Source: an optimization exercise on an open RTL-to-GDS flow (aim: small area). Production flows keep margins and buffers that such runs may drop. For this run, only the layout was checked, not whether the RTL still works.

[design/flow/design.v]
`timescale 1ns/1ps
module km_centroid_regs (
  input  logic                                     clk,
  input  logic                                     rst,
  input  logic                                     i_cent_wr,
  input  logic [2-1:0]                     i_cent_idx,
  input  logic [3*8-1:0]           i_cent_point,
  output logic [3*3*8-1:0] o_cents
);
  localparam int PW = 3*8;
  localparam logic [PW-1:0] CENT0_RST = {3{8'(0)}};
  localparam logic [PW-1:0] CENT1_RST = {3{8'(1)}};
  localparam logic [PW-1:0] CENT2_RST = {3{8'(2)}};
  logic [PW-1:0] wdata;
  assign wdata = i_cent_point & {PW{~rst}};
  always_ff @(posedge clk) begin
    if (rst || (i_cent_wr && i_cent_idx == 2'd0)) o_cents[0*PW +: PW] <= wdata | (CENT0_RST & {PW{rst}});
    if (rst || (i_cent_wr && i_cent_idx == 2'd1)) o_cents[1*PW +: PW] <= wdata | (CENT1_RST & {PW{rst}});
    if (rst || (i_cent_wr && i_cent_idx == 2'd2)) o_cents[2*PW +: PW] <= wdata | (CENT2_RST & {PW{rst}});
  end
endmodule
`timescale 1ns/1ps
module km_distance (
  input  logic                                     clk,
  input  logic [3*8-1:0]           i_point,
  input  logic [3*3*8-1:0] i_cents,
  output logic [3*18-1:0]          o_dists
);
  localparam int DW = 8;
  localparam int PW = 3*8;
  localparam int SW = 18;
  logic [PW-1:0]                 point_n;
  logic [3*PW-1:0]       absdiff_d;
  logic [3*PW-1:0]       absdiff;
  assign point_n = ~i_point;
  for (genvar c = 0; c < 3; c++) begin : g_cent
    for (genvar d = 0; d < 3; d++) begin : g_dim
      km_absdiff u_absdiff (
        .i_c   (i_cents[c*PW + d*DW +: DW]),
        .i_pn  (point_n[d*DW +: DW]),
        .o_abs (absdiff_d[c*PW + d*DW +: DW])
      );
    end
    km_sqsum u_sqsum (
      .i_v    (absdiff[c*PW +: PW]),
      .o_dist (o_dists[c*SW +: SW])
    );
  end
  always_ff @(posedge clk) absdiff <= absdiff_d;
endmodule
module km_absdiff (
  input  logic [7:0] i_c,
  input  logic [7:0] i_pn,
  output logic [7:0] o_abs
);
  wire s0;
  wire c0;
  km_ha u0 (.a(i_c[0]), .b(i_pn[0]), .s(s0), .co(c0));
  wire s1;
  wire c1;
  km_fa u1 (.a(i_c[1]), .b(i_pn[1]), .c(c0), .s(s1), .co(c1));
  wire s2;
  wire c2;
  km_fa u2 (.a(i_c[2]), .b(i_pn[2]), .c(c1), .s(s2), .co(c2));
  wire s3;
  wire c3;
  km_fa u3 (.a(i_c[3]), .b(i_pn[3]), .c(c2), .s(s3), .co(c3));
  wire s4;
  wire c4;
  km_fa u4 (.a(i_c[4]), .b(i_pn[4]), .c(c3), .s(s4), .co(c4));
  wire s5;
  wire c5;
  km_fa u5 (.a(i_c[5]), .b(i_pn[5]), .c(c4), .s(s5), .co(c5));
  wire s6;
  wire c6;
  km_fa u6 (.a(i_c[6]), .b(i_pn[6]), .c(c5), .s(s6), .co(c6));
  wire s7;
  wire c7;
  km_fa u7 (.a(i_c[7]), .b(i_pn[7]), .c(c6), .s(s7), .co(c7));
  wire [7:0] t = {s7, s6, s5, s4, s3, s2, s1, s0};
  wire gt = c7;
  wire [7:0] run;
  assign run[0] = 1'b1;
  for (genvar k = 1; k < 8; k++) begin : g_run
    assign run[k] = run[k-1] & t[k-1];
  end
  assign o_abs = t ^ (~{8{gt}} | run);
endmodule
module km_sqsum (
  input  logic [23:0] i_v,
  output logic [18-1:0] o_dist
);
  wire n0 = i_v[0] & i_v[1];
  wire n1 = i_v[0] & i_v[2];
  wire n2 = i_v[0] & i_v[3];
  wire n3 = i_v[0] & i_v[4];
  wire n4 = i_v[0] & i_v[5];
  wire n5 = i_v[0] & i_v[6];
  wire n6 = i_v[0] & i_v[7];
  wire n7 = i_v[1] & i_v[2];
  wire n8 = i_v[1] & i_v[3];
  wire n9 = i_v[1] & i_v[4];
  wire n10 = i_v[1] & i_v[5];
  wire n11 = i_v[1] & i_v[6];
  wire n12 = i_v[1] & i_v[7];
  wire n13 = i_v[2] & i_v[3];
  wire n14 = i_v[2] & i_v[4];
  wire n15 = i_v[2] & i_v[5];
  wire n16 = i_v[2] & i_v[6];
  wire n17 = i_v[2] & i_v[7];
  wire n18 = i_v[3] & i_v[4];
  wire n19 = i_v[3] & i_v[5];
  wire n20 = i_v[3] & i_v[6];
  wire n21 = i_v[3] & i_v[7];
  wire n22 = i_v[4] & i_v[5];
  wire n23 = i_v[4] & i_v[6];
  wire n24 = i_v[4] & i_v[7];
  wire n25 = i_v[5] & i_v[6];
  wire n26 = i_v[5] & i_v[7];
  wire n27 = i_v[6] & i_v[7];
  wire n28 = i_v[8] & i_v[9];
  wire n29 = i_v[8] & i_v[10];
  wire n30 = i_v[8] & i_v[11];
  wire n31 = i_v[8] & i_v[12];
  wire n32 = i_v[8] & i_v[13];
  wire n33 = i_v[8] & i_v[14];
  wire n34 = i_v[8] & i_v[15];
  wire n35 = i_v[9] & i_v[10];
  wire n36 = i_v[9] & i_v[11];
  wire n37 = i_v[9] & i_v[12];
  wire n38 = i_v[9] & i_v[13];
  wire n39 = i_v[9] & i_v[14];
  wire n40 = i_v[9] & i_v[15];
  wire n41 = i_v[10] & i_v[11];
  wire n42 = i_v[10] & i_v[12];
  wire n43 = i_v[10] & i_v[13];
  wire n44 = i_v[10] & i_v[14];
  wire n45 = i_v[10] & i_v[15];
  wire n46 = i_v[11] & i_v[12];
  wire n47 = i_v[11] & i_v[13];
  wire n48 = i_v[11] & i_v[14];
  wire n49 = i_v[11] & i_v[15];
  wire n50 = i_v[12] & i_v[13];
  wire n51 = i_v[12] & i_v[14];
  wire n52 = i_v[12] & i_v[15];
  wire n53 = i_v[13] & i_v[14];
  wire n54 = i_v[13] & i_v[15];
  wire n55 = i_v[14] & i_v[15];
  wire n56 = i_v[16] & i_v[17];
  wire n57 = i_v[16] & i_v[18];
  wire n58 = i_v[16] & i_v[19];
  wire n59 = i_v[16] & i_v[20];
  wire n60 = i_v[16] & i_v[21];
  wire n61 = i_v[16] & i_v[22];
  wire n62 = i_v[16] & i_v[23];
  wire n63 = i_v[17] & i_v[18];
  wire n64 = i_v[17] & i_v[19];
  wire n65 = i_v[17] & i_v[20];
  wire n66 = i_v[17] & i_v[21];
  wire n67 = i_v[17] & i_v[22];
  wire n68 = i_v[17] & i_v[23];
  wire n69 = i_v[18] & i_v[19];
  wire n70 = i_v[18] & i_v[20];
  wire n71 = i_v[18] & i_v[21];
  wire n72 = i_v[18] & i_v[22];
  wire n73 = i_v[18] & i_v[23];
  wire n74 = i_v[19] & i_v[20];
  wire n75 = i_v[19] & i_v[21];
  wire n76 = i_v[19] & i_v[22];
  wire n77 = i_v[19] & i_v[23];
  wire n78 = i_v[20] & i_v[21];
  wire n79 = i_v[20] & i_v[22];
  wire n80 = i_v[20] & i_v[23];
  wire n81 = i_v[21] & i_v[22];
  wire n82 = i_v[21] & i_v[23];
  wire n83 = i_v[22] & i_v[23];
  wire s84;
  wire c84;
  km_fa u84 (.a(i_v[4]), .b(i_v[12]), .c(i_v[20]), .s(s84), .co(c84));
  wire s85;
  wire c85;
  km_fa u85 (.a(i_v[3]), .b(i_v[11]), .c(i_v[19]), .s(s85), .co(c85));
  wire s86;
  wire c86;
  km_ha u86 (.a(n4), .b(n9), .s(s86), .co(c86));
  wire s87;
  wire c87;
  km_fa u87 (.a(n5), .b(n10), .c(n14), .s(s87), .co(c87));
  wire s88;
  wire c88;
  km_fa u88 (.a(n6), .b(n11), .c(n15), .s(s88), .co(c88));
  wire s89;
  wire c89;
  km_fa u89 (.a(n18), .b(n34), .c(n39), .s(s89), .co(c89));
  wire s90;
  wire c90;
  km_ha u90 (.a(n43), .b(n46), .s(s90), .co(c90));
  wire s91;
  wire c91;
  km_fa u91 (.a(n12), .b(n16), .c(n19), .s(s91), .co(c91));
  wire s92;
  wire c92;
  km_fa u92 (.a(n40), .b(n44), .c(n47), .s(s92), .co(c92));
  wire s93;
  wire c93;
  km_fa u93 (.a(i_v[5]), .b(i_v[13]), .c(i_v[21]), .s(s93), .co(c93));
  wire s94;
  wire c94;
  km_fa u94 (.a(n17), .b(n20), .c(n22), .s(s94), .co(c94));
  wire s95;
  wire c95;
  km_ha u95 (.a(n45), .b(n48), .s(s95), .co(c95));
  wire s96;
  wire c96;
  km_fa u96 (.a(i_v[2]), .b(i_v[10]), .c(i_v[18]), .s(s96), .co(c96));
  wire s97;
  wire c97;
  km_ha u97 (.a(n2), .b(n7), .s(s97), .co(c97));
  wire s98;
  wire c98;
  km_fa u98 (.a(n3), .b(n8), .c(n31), .s(s98), .co(c98));
  wire s99;
  wire c99;
  km_fa u99 (.a(n13), .b(n32), .c(n37), .s(s99), .co(c99));
  wire s100;
  wire c100;
  km_fa u100 (.a(n41), .b(n60), .c(n65), .s(s100), .co(c100));
  wire s101;
  wire c101;
  km_fa u101 (.a(n33), .b(n38), .c(n42), .s(s101), .co(c101));
  wire s102;
  wire c102;
  km_fa u102 (.a(n61), .b(n66), .c(n70), .s(s102), .co(c102));
  wire s103;
  wire c103;
  km_ha u103 (.a(c86), .b(c85), .s(s103), .co(c103));
  wire s104;
  wire c104;
  km_fa u104 (.a(n62), .b(n67), .c(n71), .s(s104), .co(c104));
  wire s105;
  wire c105;
  km_fa u105 (.a(n74), .b(s90), .c(s84), .s(s105), .co(c105));
  wire s106;
  wire c106;
  km_fa u106 (.a(c87), .b(s88), .c(s89), .s(s106), .co(c106));
  wire s107;
  wire c107;
  km_fa u107 (.a(n68), .b(n72), .c(n75), .s(s107), .co(c107));
  wire s108;
  wire c108;
  km_fa u108 (.a(c90), .b(c84), .c(c88), .s(s108), .co(c108));
  wire s109;
  wire c109;
  km_fa u109 (.a(c89), .b(s91), .c(s92), .s(s109), .co(c109));
  wire s110;
  wire c110;
  km_fa u110 (.a(n50), .b(n73), .c(n76), .s(s110), .co(c110));
  wire s111;
  wire c111;
  km_fa u111 (.a(n78), .b(s95), .c(s93), .s(s111), .co(c111));
  wire s112;
  wire c112;
  km_fa u112 (.a(c91), .b(c92), .c(s94), .s(s112), .co(c112));
  wire s113;
  wire c113;
  km_fa u113 (.a(n21), .b(n23), .c(n49), .s(s113), .co(c113));
  wire s114;
  wire c114;
  km_fa u114 (.a(n51), .b(n77), .c(n79), .s(s114), .co(c114));
  wire s115;
  wire c115;
  km_fa u115 (.a(c95), .b(c93), .c(c94), .s(s115), .co(c115));
  wire s116;
  wire c116;
  km_fa u116 (.a(i_v[6]), .b(i_v[14]), .c(i_v[22]), .s(s116), .co(c116));
  wire s117;
  wire c117;
  km_fa u117 (.a(n24), .b(n25), .c(n52), .s(s117), .co(c117));
  wire s118;
  wire c118;
  km_fa u118 (.a(n53), .b(n80), .c(n81), .s(s118), .co(c118));
  wire s119;
  wire c119;
  km_fa u119 (.a(i_v[1]), .b(i_v[9]), .c(i_v[17]), .s(s119), .co(c119));
  wire s120;
  wire c120;
  km_fa u120 (.a(n30), .b(n35), .c(n58), .s(s120), .co(c120));
  wire s121;
  wire c121;
  km_fa u121 (.a(n36), .b(n59), .c(n64), .s(s121), .co(c121));
  wire s122;
  wire c122;
  km_ha u122 (.a(c97), .b(c96), .s(s122), .co(c122));
  wire s123;
  wire c123;
  km_fa u123 (.a(n69), .b(s86), .c(s85), .s(s123), .co(c123));
  wire s124;
  wire c124;
  km_fa u124 (.a(c98), .b(s99), .c(s100), .s(s124), .co(c124));
  wire s125;
  wire c125;
  km_fa u125 (.a(c99), .b(c100), .c(s87), .s(s125), .co(c125));
  wire s126;
  wire c126;
  km_fa u126 (.a(s101), .b(s102), .c(s103), .s(s126), .co(c126));
  wire s127;
  wire c127;
  km_fa u127 (.a(c101), .b(c102), .c(c103), .s(s127), .co(c127));
  wire s128;
  wire c128;
  km_fa u128 (.a(s104), .b(s105), .c(s106), .s(s128), .co(c128));
  wire s129;
  wire c129;
  km_fa u129 (.a(c104), .b(s107), .c(c105), .s(s129), .co(c129));
  wire s130;
  wire c130;
  km_fa u130 (.a(s108), .b(c106), .c(s109), .s(s130), .co(c130));
  wire s131;
  wire c131;
  km_fa u131 (.a(c107), .b(s110), .c(c108), .s(s131), .co(c131));
  wire s132;
  wire c132;
  km_fa u132 (.a(s111), .b(c109), .c(s112), .s(s132), .co(c132));
  wire s133;
  wire c133;
  km_fa u133 (.a(c110), .b(s113), .c(s114), .s(s133), .co(c133));
  wire s134;
  wire c134;
  km_fa u134 (.a(c111), .b(s115), .c(c112), .s(s134), .co(c134));
  wire s135;
  wire c135;
  km_fa u135 (.a(s116), .b(c113), .c(c114), .s(s135), .co(c135));
  wire s136;
  wire c136;
  km_fa u136 (.a(s117), .b(s118), .c(c115), .s(s136), .co(c136));
  wire s137;
  wire c137;
  km_fa u137 (.a(n26), .b(n54), .c(n82), .s(s137), .co(c137));
  wire s138;
  wire c138;
  km_fa u138 (.a(c116), .b(c117), .c(c118), .s(s138), .co(c138));
  wire s139;
  wire c139;
  km_fa u139 (.a(i_v[7]), .b(i_v[15]), .c(i_v[23]), .s(s139), .co(c139));
  wire s140;
  wire c140;
  km_fa u140 (.a(n27), .b(n55), .c(n83), .s(s140), .co(c140));
  wire s141;
  wire c141;
  km_ha u141 (.a(n0), .b(n28), .s(s141), .co(c141));
  wire s142;
  wire c142;
  km_fa u142 (.a(n1), .b(n29), .c(n57), .s(s142), .co(c142));
  wire s143;
  wire c143;
  km_fa u143 (.a(n63), .b(s97), .c(s96), .s(s143), .co(c143));
  wire s144;
  wire c144;
  km_fa u144 (.a(c120), .b(s98), .c(s121), .s(s144), .co(c144));
  wire s145;
  wire c145;
  km_fa u145 (.a(c121), .b(c122), .c(s123), .s(s145), .co(c145));
  wire s146;
  wire c146;
  km_fa u146 (.a(c123), .b(c124), .c(s125), .s(s146), .co(c146));
  wire s147;
  wire c147;
  km_fa u147 (.a(c125), .b(s127), .c(c126), .s(s147), .co(c147));
  wire s148;
  wire c148;
  km_fa u148 (.a(c127), .b(s129), .c(c128), .s(s148), .co(c148));
  wire s149;
  wire c149;
  km_fa u149 (.a(c129), .b(s131), .c(c130), .s(s149), .co(c149));
  wire s150;
  wire c150;
  km_fa u150 (.a(s133), .b(c131), .c(c132), .s(s150), .co(c150));
  wire s151;
  wire c151;
  km_fa u151 (.a(s135), .b(c133), .c(s136), .s(s151), .co(c151));
  wire s152;
  wire c152;
  km_fa u152 (.a(s137), .b(c135), .c(s138), .s(s152), .co(c152));
  wire s153;
  wire c153;
  km_fa u153 (.a(s139), .b(c137), .c(s140), .s(s153), .co(c153));
  wire s154;
  wire c154;
  km_ha u154 (.a(i_v[0]), .b(i_v[8]), .s(s154), .co(c154));
  wire s155;
  wire c155;
  km_ha u155 (.a(n56), .b(s141), .s(s155), .co(c155));
  wire s156;
  wire c156;
  km_fa u156 (.a(c141), .b(c119), .c(s142), .s(s156), .co(c156));
  wire s157;
  wire c157;
  km_fa u157 (.a(c142), .b(s120), .c(s143), .s(s157), .co(c157));
  wire s158;
  wire c158;
  km_fa u158 (.a(s122), .b(c143), .c(s144), .s(s158), .co(c158));
  wire s159;
  wire c159;
  km_fa u159 (.a(c144), .b(s124), .c(s145), .s(s159), .co(c159));
  wire s160;
  wire c160;
  km_fa u160 (.a(s126), .b(c145), .c(s146), .s(s160), .co(c160));
  wire s161;
  wire c161;
  km_fa u161 (.a(c146), .b(s147), .c(s128), .s(s161), .co(c161));
  wire s162;
  wire c162;
  km_fa u162 (.a(c147), .b(s130), .c(s148), .s(s162), .co(c162));
  wire s163;
  wire c163;
  km_fa u163 (.a(s132), .b(c148), .c(s149), .s(s163), .co(c163));
  wire s164;
  wire c164;
  km_fa u164 (.a(s134), .b(c149), .c(s150), .s(s164), .co(c164));
  wire s165;
  wire c165;
  km_fa u165 (.a(c134), .b(c150), .c(s151), .s(s165), .co(c165));
  wire s166;
  wire c166;
  km_fa u166 (.a(c136), .b(s152), .c(c151), .s(s166), .co(c166));
  wire s167;
  wire c167;
  km_fa u167 (.a(c138), .b(s153), .c(c152), .s(s167), .co(c167));
  wire s168;
  wire c168;
  km_fa u168 (.a(c139), .b(c140), .c(c153), .s(s168), .co(c168));
  wire c169;
  km_ha u169 (.a(i_v[16]), .b(s154), .s(o_dist[0]), .co(c169));
  wire c170;
  km_ha u170 (.a(c154), .b(c169), .s(o_dist[1]), .co(c170));
  wire c171;
  km_fa u171 (.a(s119), .b(s155), .c(c170), .s(o_dist[2]), .co(c171));
  wire c172;
  km_fa u172 (.a(c155), .b(s156), .c(c171), .s(o_dist[3]), .co(c172));
  wire s173;
  wire c173;
  km_ha u173 (.a(s157), .b(c156), .s(s173), .co(c173));
  wire s174;
  wire c174;
  km_ha u174 (.a(s158), .b(c157), .s(s174), .co(c174));
  wire s175;
  wire c175;
  km_ha u175 (.a(s159), .b(c158), .s(s175), .co(c175));
  wire s176;
  wire c176;
  km_ha u176 (.a(s160), .b(c159), .s(s176), .co(c176));
  wire s177;
  wire c177;
  km_ha u177 (.a(s161), .b(c160), .s(s177), .co(c177));
  wire s178;
  wire c178;
  km_ha u178 (.a(s162), .b(c161), .s(s178), .co(c178));
  wire s179;
  wire c179;
  km_ha u179 (.a(s163), .b(c162), .s(s179), .co(c179));
  wire s180;
  wire c180;
  km_ha u180 (.a(s164), .b(c163), .s(s180), .co(c180));
  wire s181;
  wire c181;
  km_ha u181 (.a(s165), .b(c164), .s(s181), .co(c181));
  wire s182;
  wire c182;
  km_ha u182 (.a(s166), .b(c165), .s(s182), .co(c182));
  wire s183;
  wire c183;
  km_ha u183 (.a(s167), .b(c166), .s(s183), .co(c183));
  wire s184;
  wire c184;
  km_ha u184 (.a(s168), .b(c167), .s(s184), .co(c184));
  wire n185 = c173 | (s173 & c172);
  wire n186 = c174 | (s174 & n185);
  wire n187 = s174 & s173;
  wire n188 = c176 | (s176 & c175);
  wire n189 = s176 & s175;
  wire n190 = c178 | (s178 & c177);
  wire n191 = s178 & s177;
  wire n192 = c180 | (s180 & c179);
  wire n193 = s180 & s179;
  wire n194 = c182 | (s182 & c181);
  wire n195 = s182 & s181;
  wire n196 = c184 | (s184 & c183);
  wire n197 = s184 & s183;
  wire n198 = 1'b0 | (1'b0 & 1'b0);
  wire n199 = 1'b0 & c168;
  wire n200 = c175 | (s175 & n186);
  wire n201 = s175 & n187;
  wire n202 = n188 | (n189 & n186);
  wire n203 = n189 & n187;
  wire n204 = c179 | (s179 & n190);
  wire n205 = s179 & n191;
  wire n206 = n192 | (n193 & n190);
  wire n207 = n193 & n191;
  wire n208 = c183 | (s183 & n194);
  wire n209 = s183 & n195;
  wire n210 = n196 | (n197 & n194);
  wire n211 = n197 & n195;
  wire n212 = c177 | (s177 & n202);
  wire n213 = s177 & n203;
  wire n214 = n190 | (n191 & n202);
  wire n215 = n191 & n203;
  wire n216 = n204 | (n205 & n202);
  wire n217 = n205 & n203;
  wire n218 = n206 | (n207 & n202);
  wire n219 = n207 & n203;
  wire n220 = 1'b0 | (c168 & n210);
  wire n221 = c168 & n211;
  wire n222 = n198 | (n199 & n210);
  wire n223 = n199 & n211;
  wire n224 = c181 | (s181 & n218);
  wire n225 = s181 & n219;
  wire n226 = n194 | (n195 & n218);
  wire n227 = n195 & n219;
  wire n228 = n208 | (n209 & n218);
  wire n229 = n209 & n219;
  wire n230 = n210 | (n211 & n218);
  wire n231 = n211 & n219;
  wire n232 = n220 | (n221 & n218);
  wire n233 = n221 & n219;
  wire n234 = n222 | (n223 & n218);
  wire n235 = n223 & n219;
  assign o_dist[4] = s173 ^ c172;
  assign o_dist[5] = s174 ^ n185;
  assign o_dist[6] = s175 ^ n186;
  assign o_dist[7] = s176 ^ n200;
  assign o_dist[8] = s177 ^ n202;
  assign o_dist[9] = s178 ^ n212;
  assign o_dist[10] = s179 ^ n214;
  assign o_dist[11] = s180 ^ n216;
  assign o_dist[12] = s181 ^ n218;
  assign o_dist[13] = s182 ^ n224;
  assign o_dist[14] = s183 ^ n226;
  assign o_dist[15] = s184 ^ n228;
  assign o_dist[16] = c168 ^ n230;
  assign o_dist[17] = 1'b0 ^ n232;
endmodule
module km_sum_add (
  input  logic [15:0] i_q,
  input  logic [7:0]  i_p,
  input  logic        i_hit,
  output logic [15:0] o_s
);
  wire n0 = i_p[0] & i_hit;
  wire n1 = i_p[1] & i_hit;
  wire n2 = i_p[2] & i_hit;
  wire n3 = i_p[3] & i_hit;
  wire n4 = i_p[4] & i_hit;
  wire n5 = i_p[5] & i_hit;
  wire n6 = i_p[6] & i_hit;
  wire n7 = i_p[7] & i_hit;
  wire c8;
  km_ha u8 (.a(i_q[0]), .b(n0), .s(o_s[0]), .co(c8));
  wire c9;
  km_fa u9 (.a(i_q[1]), .b(n1), .c(c8), .s(o_s[1]), .co(c9));
  wire c10;
  km_fa u10 (.a(i_q[2]), .b(n2), .c(c9), .s(o_s[2]), .co(c10));
  wire c11;
  km_fa u11 (.a(i_q[3]), .b(n3), .c(c10), .s(o_s[3]), .co(c11));
  wire c12;
  km_fa u12 (.a(i_q[4]), .b(n4), .c(c11), .s(o_s[4]), .co(c12));
  wire c13;
  km_fa u13 (.a(i_q[5]), .b(n5), .c(c12), .s(o_s[5]), .co(c13));
  wire c14;
  km_fa u14 (.a(i_q[6]), .b(n6), .c(c13), .s(o_s[6]), .co(c14));
  wire c15;
  km_fa u15 (.a(i_q[7]), .b(n7), .c(c14), .s(o_s[7]), .co(c15));
  wire c16;
  km_ha u16 (.a(i_q[8]), .b(c15), .s(o_s[8]), .co(c16));
  wire c17;
  km_ha u17 (.a(i_q[9]), .b(c16), .s(o_s[9]), .co(c17));
  wire c18;
  km_ha u18 (.a(i_q[10]), .b(c17), .s(o_s[10]), .co(c18));
  wire c19;
  km_ha u19 (.a(i_q[11]), .b(c18), .s(o_s[11]), .co(c19));
  wire c20;
  km_ha u20 (.a(i_q[12]), .b(c19), .s(o_s[12]), .co(c20));
  wire c21;
  km_ha u21 (.a(i_q[13]), .b(c20), .s(o_s[13]), .co(c21));
  wire c22;
  km_ha u22 (.a(i_q[14]), .b(c21), .s(o_s[14]), .co(c22));
  assign o_s[15] = i_q[15] ^ c22;
endmodule
module km_cnt_inc (
  input  logic [8:0] i_q,
  input  logic       i_hit,
  output logic [8:0] o_q
);
  wire c0;
  km_ha u0 (.a(i_q[0]), .b(i_hit), .s(o_q[0]), .co(c0));
  wire c1;
  km_ha u1 (.a(i_q[1]), .b(c0), .s(o_q[1]), .co(c1));
  wire c2;
  km_ha u2 (.a(i_q[2]), .b(c1), .s(o_q[2]), .co(c2));
  wire c3;
  km_ha u3 (.a(i_q[3]), .b(c2), .s(o_q[3]), .co(c3));
  wire c4;
  km_ha u4 (.a(i_q[4]), .b(c3), .s(o_q[4]), .co(c4));
  wire c5;
  km_ha u5 (.a(i_q[5]), .b(c4), .s(o_q[5]), .co(c5));
  wire c6;
  km_ha u6 (.a(i_q[6]), .b(c5), .s(o_q[6]), .co(c6));
  wire c7;
  km_ha u7 (.a(i_q[7]), .b(c6), .s(o_q[7]), .co(c7));
  assign o_q[8] = i_q[8] ^ c7;
endmodule
module km_fa (input logic a, input logic b, input logic c, output logic s, output logic co);
  assign s  = a ^ b ^ c;
  assign co = (a & b) | (a & c) | (b & c);
endmodule
module km_ha (input logic a, input logic b, output logic s, output logic co);
  assign s  = a ^ b;
  assign co = a & b;
endmodule
`timescale 1ns/1ps
module km_argmin (
  input  logic [3*18-1:0] i_dists,
  output logic [2-1:0]            o_idx,
  output logic [18-1:0]           o_dist
);
  localparam int SW = 18;
  logic [SW-1:0] d0, d1, d2;
  assign d0 = i_dists[0*SW +: SW];
  assign d1 = i_dists[1*SW +: SW];
  assign d2 = i_dists[2*SW +: SW];
  function automatic logic less(input logic [SW-1:0] a, input logic [SW-1:0] b);
    logic br;
    br = 1'b0;
    for (int i = 0; i < SW; i++) begin
      br = (~a[i] & b[i]) | (~a[i] & br) | (b[i] & br);
    end
    less = br;
  endfunction
  logic lt01, lt02, lt12, sel0, sel1, sel2;
  assign lt01 = less(d0, d1);
  assign lt02 = less(d0, d2);
  assign lt12 = less(d1, d2);
  assign sel0 = lt01 & lt02;
  assign sel1 = ~lt01 & lt12;
  assign sel2 = ~sel0 & ~sel1;
  assign o_idx  = {sel2, sel1};
  assign o_dist = ({SW{sel0}} & d0) | ({SW{sel1}} & d1) | ({SW{sel2}} & d2);
endmodule
`timescale 1ns/1ps
module km_delay_line #(
  parameter int WIDTH = 1,
  parameter int DEPTH = 6
) (
  input  logic             clk,
  input  logic [WIDTH-1:0] i_data,
  output logic [WIDTH-1:0] o_data
);
  logic [(DEPTH-1)*WIDTH-1:0] stages;
  always_ff @(posedge clk) begin
    {o_data, stages} <= {stages, i_data};
  end
endmodule
`timescale 1ns/1ps
module km_accumulator (
  input  logic                           clk,
  input  logic                           rst,
  input  logic                           i_clear,
  input  logic                           i_acc_valid,
  input  logic [2-1:0]           i_acc_idx,
  input  logic [3*8-1:0] i_acc_point,
  input  logic                           i_rd_en,
  input  logic [2-1:0]           i_rd_idx,
  output logic                           o_rd_valid,
  output logic [3*16-1:0]  o_rd_sum,
  output logic [9-1:0]         o_rd_count
);
  localparam int DW = 8;
  localparam int UW = 16;
  localparam int VW = 3*16;
  localparam int NW = 9;
  logic [3*VW-1:0] sums, sums_d;
  logic [3*NW-1:0] counts, counts_d;
  logic                           up_clear;
  logic                           up_valid;
  logic [2-1:0]           up_idx;
  logic [3*8-1:0] up_point;
  always_ff @(posedge clk) begin
    up_clear <= rst | i_clear;
    up_valid <= i_acc_valid;
    up_idx   <= i_acc_idx;
    up_point <= i_acc_point;
  end
  for (genvar c = 0; c < 3; c++) begin : g_cent
    logic hit;
    assign hit = up_valid & (up_idx == c);
    for (genvar d = 0; d < 3; d++) begin : g_dim
      km_sum_add u_add (
        .i_q   (sums[c*VW + d*UW +: UW]),
        .i_p   (up_point[d*DW +: DW]),
        .i_hit (hit),
        .o_s   (sums_d[c*VW + d*UW +: UW])
      );
    end
    km_cnt_inc u_inc (
      .i_q   (counts[c*NW +: NW]),
      .i_hit (hit),
      .o_q   (counts_d[c*NW +: NW])
    );
  end
  always_ff @(posedge clk) begin
    sums   <= up_clear ? '0 : sums_d;
    counts <= up_clear ? '0 : counts_d;
  end
  logic [3-1:0] rd_sel;
  always_ff @(posedge clk) begin
    if (rst) begin
      o_rd_valid <= 1'b0;
    end else begin
      o_rd_valid <= i_rd_en;
    end
    for (int c = 0; c < 3; c++) rd_sel[c] <= (i_rd_idx == c);
  end
  always_comb begin
    o_rd_sum   = '0;
    o_rd_count = '0;
    for (int c = 0; c < 3; c++) begin
      o_rd_sum   = o_rd_sum   | (sums[c*VW +: VW]   & {VW{rd_sel[c]}});
      o_rd_count = o_rd_count | (counts[c*NW +: NW] & {NW{rd_sel[c]}});
    end
  end
endmodule
`timescale 1ns/1ps
module km_top (
  input  logic             clk,
  input  logic             rst,
  input  logic             i_cent_wr,
  input  logic [2-1:0]            i_cent_idx,
  input  logic [3*8-1:0]  i_cent_point,
  input  logic             i_valid,
  input  logic [3*8-1:0]  i_point,
  input  logic             i_clear,
  input  logic             i_rd_en,
  input  logic [2-1:0]            i_rd_idx,
  output logic             o_assign_valid,
  output logic [2-1:0]            o_assign_idx,
  output logic [18-1:0]           o_assign_dist,
  output logic [3*8-1:0]  o_assign_point,
  output logic             o_rd_valid,
  output logic [3*16-1:0]  o_rd_sum,
  output logic [9-1:0]          o_rd_count
);
  localparam int PW = 3*8;
  localparam int RW = 2 + 18;
  logic [3*PW-1:0]         cents;
  logic [3*18-1:0] dists;
  logic [2-1:0]            win_idx;
  logic [18-1:0]           win_dist;
  km_centroid_regs u_cent_regs (
    .clk          (clk),
    .rst          (rst),
    .i_cent_wr    (i_cent_wr),
    .i_cent_idx   (i_cent_idx),
    .i_cent_point (i_cent_point),
    .o_cents      (cents)
  );
  km_distance u_distance (
    .clk     (clk),
    .i_point (i_point),
    .i_cents (cents),
    .o_dists (dists)
  );
  km_argmin u_argmin (
    .i_dists (dists),
    .o_idx   (win_idx),
    .o_dist  (win_dist)
  );
  km_delay_line #(
    .WIDTH (RW),
    .DEPTH (6 - 1)
  ) u_result_dly (
    .clk    (clk),
    .i_data ({win_idx, win_dist}),
    .o_data ({o_assign_idx, o_assign_dist})
  );
  km_delay_line #(
    .WIDTH (PW),
    .DEPTH (6)
  ) u_point_dly (
    .clk    (clk),
    .i_data (i_point),
    .o_data (o_assign_point)
  );
  logic [6-2:0] valid_sr;
  always_ff @(posedge clk) begin
    if (rst) {o_assign_valid, valid_sr} <= '0;
    else     {o_assign_valid, valid_sr} <= {valid_sr, i_valid};
  end
  km_accumulator u_accumulator (
    .clk         (clk),
    .rst         (rst),
    .i_clear     (i_clear),
    .i_acc_valid (o_assign_valid),
    .i_acc_idx   (o_assign_idx),
    .i_acc_point (o_assign_point),
    .i_rd_en     (i_rd_en),
    .i_rd_idx    (i_rd_idx),
    .o_rd_valid  (o_rd_valid),
    .o_rd_sum    (o_rd_sum),
    .o_rd_count  (o_rd_count)
  );
endmodule
[design/flow/flow/run.sh]
#!/bin/bash
# Own layout flow: the standard flow (standard.sh, unchanged synthesis and
# steps) with two settings changed through the environment:
#  - port buffers are the smallest buffer cell (every port is still buffered)
#  - clock tree synthesis inserts no dummy loads
# Each tool's full output goes to the ORFS logs under orfs/logs/, and the
# output of the whole make run to standard.log in this folder.
set -euo pipefail
export BUFFER_PORTS_ARGS="-buffer_cell sky130_fd_sc_hd__buf_1"
export CTS_ARGS="-sink_clustering_enable -repair_clock_nets -dont_use_dummy_load -buf_list {sky130_fd_sc_hd__clkbuf_4 sky130_fd_sc_hd__clkbuf_8} -sink_clustering_size 20 -sink_clustering_max_diameter 60"
bash standard.sh > standard.log 2>&1
[design/flow/standard.sh]
#!/bin/bash
# synth_recipe.tcl (not shown) runs the flow's synth.tcl, then flattens the netlist and writes it again
# the make line also repeats each setting of config.mk as NAME=value (left out here)
make -C /OpenROAD-flow-scripts/flow DESIGN_CONFIG=/design/flow/config.mk WORK_HOME=/design/flow/orfs CLKGATE_MAP_FILE= SYNTH_SCRIPT=/design/flow/synth_recipe.tcl "${@:-finish}"
[design/flow/config.mk]
export PLATFORM = sky130hd
export DESIGN_NAME = km_top
export DESIGN_NICKNAME = km_top
export VERILOG_FILES = /design/flow/design.v
export SDC_FILE = /design/flow/constraint.sdc
export NUM_CORES = 4
export LEC_CHECK = 0
export CAP_MARGIN = 20
export CORE_MARGIN = 2
export CORE_UTILIZATION = 40
export SLEW_MARGIN = 20
export SYNTH_HIERARCHICAL = 1
export SYNTH_MINIMUM_KEEP_SIZE = 0
[design/flow/constraint.sdc]
create_clock -name core_clock -period 7.0 [get_ports {clk}]
set_input_delay 1.4000 -clock core_clock [delete_from_list [all_inputs] [get_ports {clk}]]
set_output_delay 1.4000 -clock core_clock [all_outputs]
set_load 0.01 [all_outputs]
==> results.sh <==
export IMPL_status="timing/DRC/antenna clean"
export IMPL_max_slew_margin_pct=31.1
export IMPL_antenna_found_initial=5
export IMPL_grt_pass1_wl_um=107000
export IMPL_ctsHoldBuffers=0
export IMPL_routed_top_layer="met5"
export IMPL_drc=0
export IMPL_grt_overflow_total=0
export IMPL_cts_buffers=49
export IMPL_cts_max_path_buffers=3
export IMPL_synth_main_ff_cell="dfxtp_1"
export IMPL_die_area_um2=77700
export IMPL_num_fill_cells=6957
export IMPL_synthSimpleGateAreaFrac_pct=14.7
export IMPL_clock_skew_ns=0.106
export IMPL_synth_compound_area_share_pct=5.45
export IMPL_ys_warn_count=13
export IMPL_firstDrtPassIters=7
export IMPL_maxCapViolations=0
export IMPL_io_pins=161
export IMPL_yosysUniqueCellTypes=66
export IMPL_critPathLaunchType="register"
export IMPL_dp_hpwl_um=54500
export IMPL_die_x_um=279
export IMPL_synth_edf_count=72
export IMPL_max_freq_mhz=149
export IMPL_synthCells=2398
export IMPL_synthMuxAreaShare_pct=0
export IMPL_finish_utilization_pct=43.8
export IMPL_grt_setup_unrepaired="false"
export IMPL_wl_per_cell_um=19.3
export IMPL_drtAntennaViolNets=0
export IMPL_synth_adder_area_share_pct=32.1
export IMPL_fin_setup_tns_ns=0
export IMPL_finalNetCount=3185
export IMPL_worst_pin_slew_ns=1.03
export IMPL_timing_hold_violations_final=0
export IMPL_maxSlewViolCount=0
export IMPL_postSynth_asyncResetShare_pct=0
export IMPL_critPathCaptureType="register"
export IMPL_instances_no_fill=3548
export IMPL_crit_arrival_ns=7.23
export IMPL_synth_top_family_by_area="adder cells"
export IMPL_ys_ff_latch=597
export IMPL_met3_length_um=3120
export IMPL_min_path_type="register to register"
export IMPL_cts_tree="done"
export IMPL_port_buffer_count=160
export IMPL_final_setup_viol_count=0
export IMPL_syn_avg_cell_area_um2=12.6
export IMPL_clockRootBuffer="clkbuf_8"
export IMPL_drt_initial_drc_count=1010
export IMPL_drive_gt1_share_pct=6.48
export IMPL_globalplace_congestion=0.876
export IMPL_die_h_um=279
export IMPL_cp_max_fo=18
export IMPL_min_period_ns=6.72
export IMPL_synthXorXnorAreaFrac_pct=2.87
export IMPL_syn_nets=3005
export IMPL_wl_um=68400
export IMPL_grt_max_degree=88
export IMPL_crit_type="register to register"
export IMPL_cts_sinks=597
export IMPL_initial_core_util_pct=40.5
export IMPL_wl_met2_um=33200
export IMPL_syn_area_um2=30200
export IMPL_period_share_pct=96.0
export IMPL_wl_met1_um=30400
export IMPL_h_tree_depth=2
export IMPL_grt_pass1_vias=18900
export IMPL_dp_cells=3496
export IMPL_worstPathRequired_ns=7.51
export IMPL_drt_vias_per_instance=4.94
export IMPL_areaGrowthSynthToFinish_pct=8.23
export IMPL_num_vias=17500
export IMPL_grt_usage_pct=17.8
export IMPL_core_rowCount=100
export IMPL_yosysSeqAreaShare_pct=42.0
export IMPL_path_clk_slew_ns=0.11
export IMPL_worstSkewPairLatency_ns=0.68
export IMPL_core_region_area_um2=74600
synthesized netlist by cell type (9+ instances only):
| library cell | count | area share (%) |
|---|---|---|
| dfxtp_1 | 525 | 35 |
| fa_1 | 360 | 24 |
| and2_1 | 327 | 6.8 |
| nor2b_1 | 221 | 4.6 |
| ha_1 | 189 | 7.8 |
| inv_1 | 147 | 1.8 |
| edfxtp_1 | 72 | 7.2 |
| xor2_1 | 69 | 2.0 |
| nand2_1 | 64 | 0.80 |
| a222oi_1 | 59 | 2.0 |
| nor2_1 | 42 | 0.52 |
| xnor2_1 | 30 | 0.87 |
| o21ai_1 | 28 | 0.46 |
| nand3_1 | 25 | 0.41 |
| a21oi_1 | 17 | 0.28 |
| buf_2 | 17 | 0.28 |
| clkbuf_1 | 14 | 0.17 |
| nand2b_1 | 13 | 0.27 |
| o22ai_1 | 13 | 0.27 |
| a21o_1 | 12 | 0.30 |
| buf_6 | 12 | 0.45 |
| a221oi_1 | 10 | 0.29 |
| a221oi_2 | 10 | 0.50 |
| nand4_2 | 9 | 0.37 |
layout make-up:
type,count,area (um2),area share (%)
antenna,3,7.51,0.0230
clock buffer,49,674,2.06
inverter,148,556,1.70
multi-input combinational,1603,16800,51.3
sequential,597,12700,39.0
tap,969,1210,3.71
timing repair buffer,179,748,2.29
per-layer routing:
metal	vias up	global-route usage, %
met1	8834	23.7
met5	-	0
li1	8232	-
met4	2	4.99
met3	93	2.86
met2	374	29.9
path summary, 6_finish.rpt:
check / cells past startpoint / start / slack, ns / to
worst min register to register: 0 / u_result_dly.o_data[18] / 0.24 / u_accumulator.up_idx[0]
worst max-delay path: 22 / u_distance.absdiff[28] / 0.28 / u_result_dly.stages[3]
worst min-delay path: 0 / u_result_dly.o_data[18] / 0.24 / u_accumulator.up_idx[0]
worst max register to register: 22 / u_distance.absdiff[28] / 0.28 / u_result_dly.stages[3]
placed cells by master (no fill, tap or decap), types with 42 or more instances in the layout:
cell type / instances
ha_1: 187
a222oi_1: 59
and2_1: 327
clkbuf_8: 49
dfxtp_2: 42
buf_1: 159
dfxtp_1: 481
nor2b_1: 221
nand2_1: 64
inv_1: 147
xor2_1: 68
fa_1: 360
edfxtp_1: 72
state kept, by name, indices dropped and copies added (netlist names):
register and cells:
u_accumulator.sums 144, u_point_dly.stages 120, u_result_dly.stages 80, u_cent_regs.o_cents 72, u_distance.absdiff 72, u_accumulator.counts 27
u_accumulator.up_point 24, u_point_dly.o_data 24, u_result_dly.o_data 20, valid_sr 5, u_accumulator.rd_sel 3, u_accumulator.up_idx 2
o_assign_valid 1, u_accumulator.o_rd_valid 1, u_accumulator.up_clear 1, u_accumulator.up_valid 1
per-stage QoR:
step / hold WS [ns] / cell area (um2) / setup slack, ns
4_1_cts: 0.241 / 32500 / 0.0199
5_1_grt: 0.239 / 32700 / 0.0176
3_5_place_dp: 0.312 / 31800 / 0.0166
6_report: 0.244 / 32700 / 0.278
2_1_floorplan: 0.310 / 30200 / 0.472
3_3_place_gp: 0.311 / 31800 / 0.160
worst max-delay path: stages, from the launching register on:
cell and delay (ns):
dfxtp_2 0.39, and2_1 0.17, fa_1 0.56, fa_1 0.43, fa_1 0.40, fa_1 0.51, fa_1 0.42, ha_1 0.36
a21o_1 0.21, a31o_1 0.21, a21o_1 0.20, a21o_1 0.18, ha_1 0.18, nor2_2 0.12, xnor2_2 0.15, nor2b_1 0.08
maj3_1 0.38, maj3_1 0.42, o31a_1 0.31, o32a_1 0.31, o211a_1 0.13, buf_6 0.18, a221oi_1 0.27
Yosys stat by module, one instance, submodules excluded, excerpt:
| module | times used | flops+latches | cells | area [um2] |
|---|---|---|---|---|
| km_centroid_regs | 1 | 72 | 110 | 2400 |
| km_distance | 1 | 72 | 96 | 1530 |
| km_argmin | 1 | 0 | 209 | 1380 |
| km_sqsum | 3 | 0 | 129 | 845 |
| km_top | 1 | 6 | 12 | 158 |
| km_absdiff | 9 | 0 | 21 | 131 |
| km_sum_add | 9 | 0 | 9 | 58.8 |
| km_fa | 360 | 0 | 1 | 20.0 |
| km_ha | 174 | 0 | 1 | 12.5 |
| km_cnt_inc | 3 | 0 | 1 | 8.76 |
cell families after synthesis:
kind of cell             after synthesis
AND/OR/NAND/NOR                      742
flip-flops                           597
adder cells (fa/ha/maj)              561
AO/OA/AOI/OAI                        201
buffers and inverters                198
XOR/XNOR                              99
repair_timing:
action,4_1_cts,5_1_grt
pin swaps,0,1
setup endpoints to repair,1,18
setup buffers,0,0
gates resized for setup,3,55

what the ideal ports hide:
In the flow no input, the clock included, has a driving cell. The finished layout below was timed again as built, in two steps.
Step 1 sets driving cells, clkbuf_16 on the clock port and buf_2 on the other inputs (assumed; they add their load-dependent delay and slew).
Step 2 moves the port delays by t, midway between the first and last clock arrival at a register: inputs arrive t later, outputs are due t later. That takes back most of the time a late clock gives input paths.
a / b / c = ideal ports / drivers / drivers and shift; a / b = the first two.
t (ns): 0.681
slack for setup (ns): 0.278 / 0.278 / 0.278
worst setup path at the end: register to register
After both steps setup and hold are still met in this run. For this run, drivers alone change the setup slack by 0.000 ns; drivers and shift together by 0.000 ns.
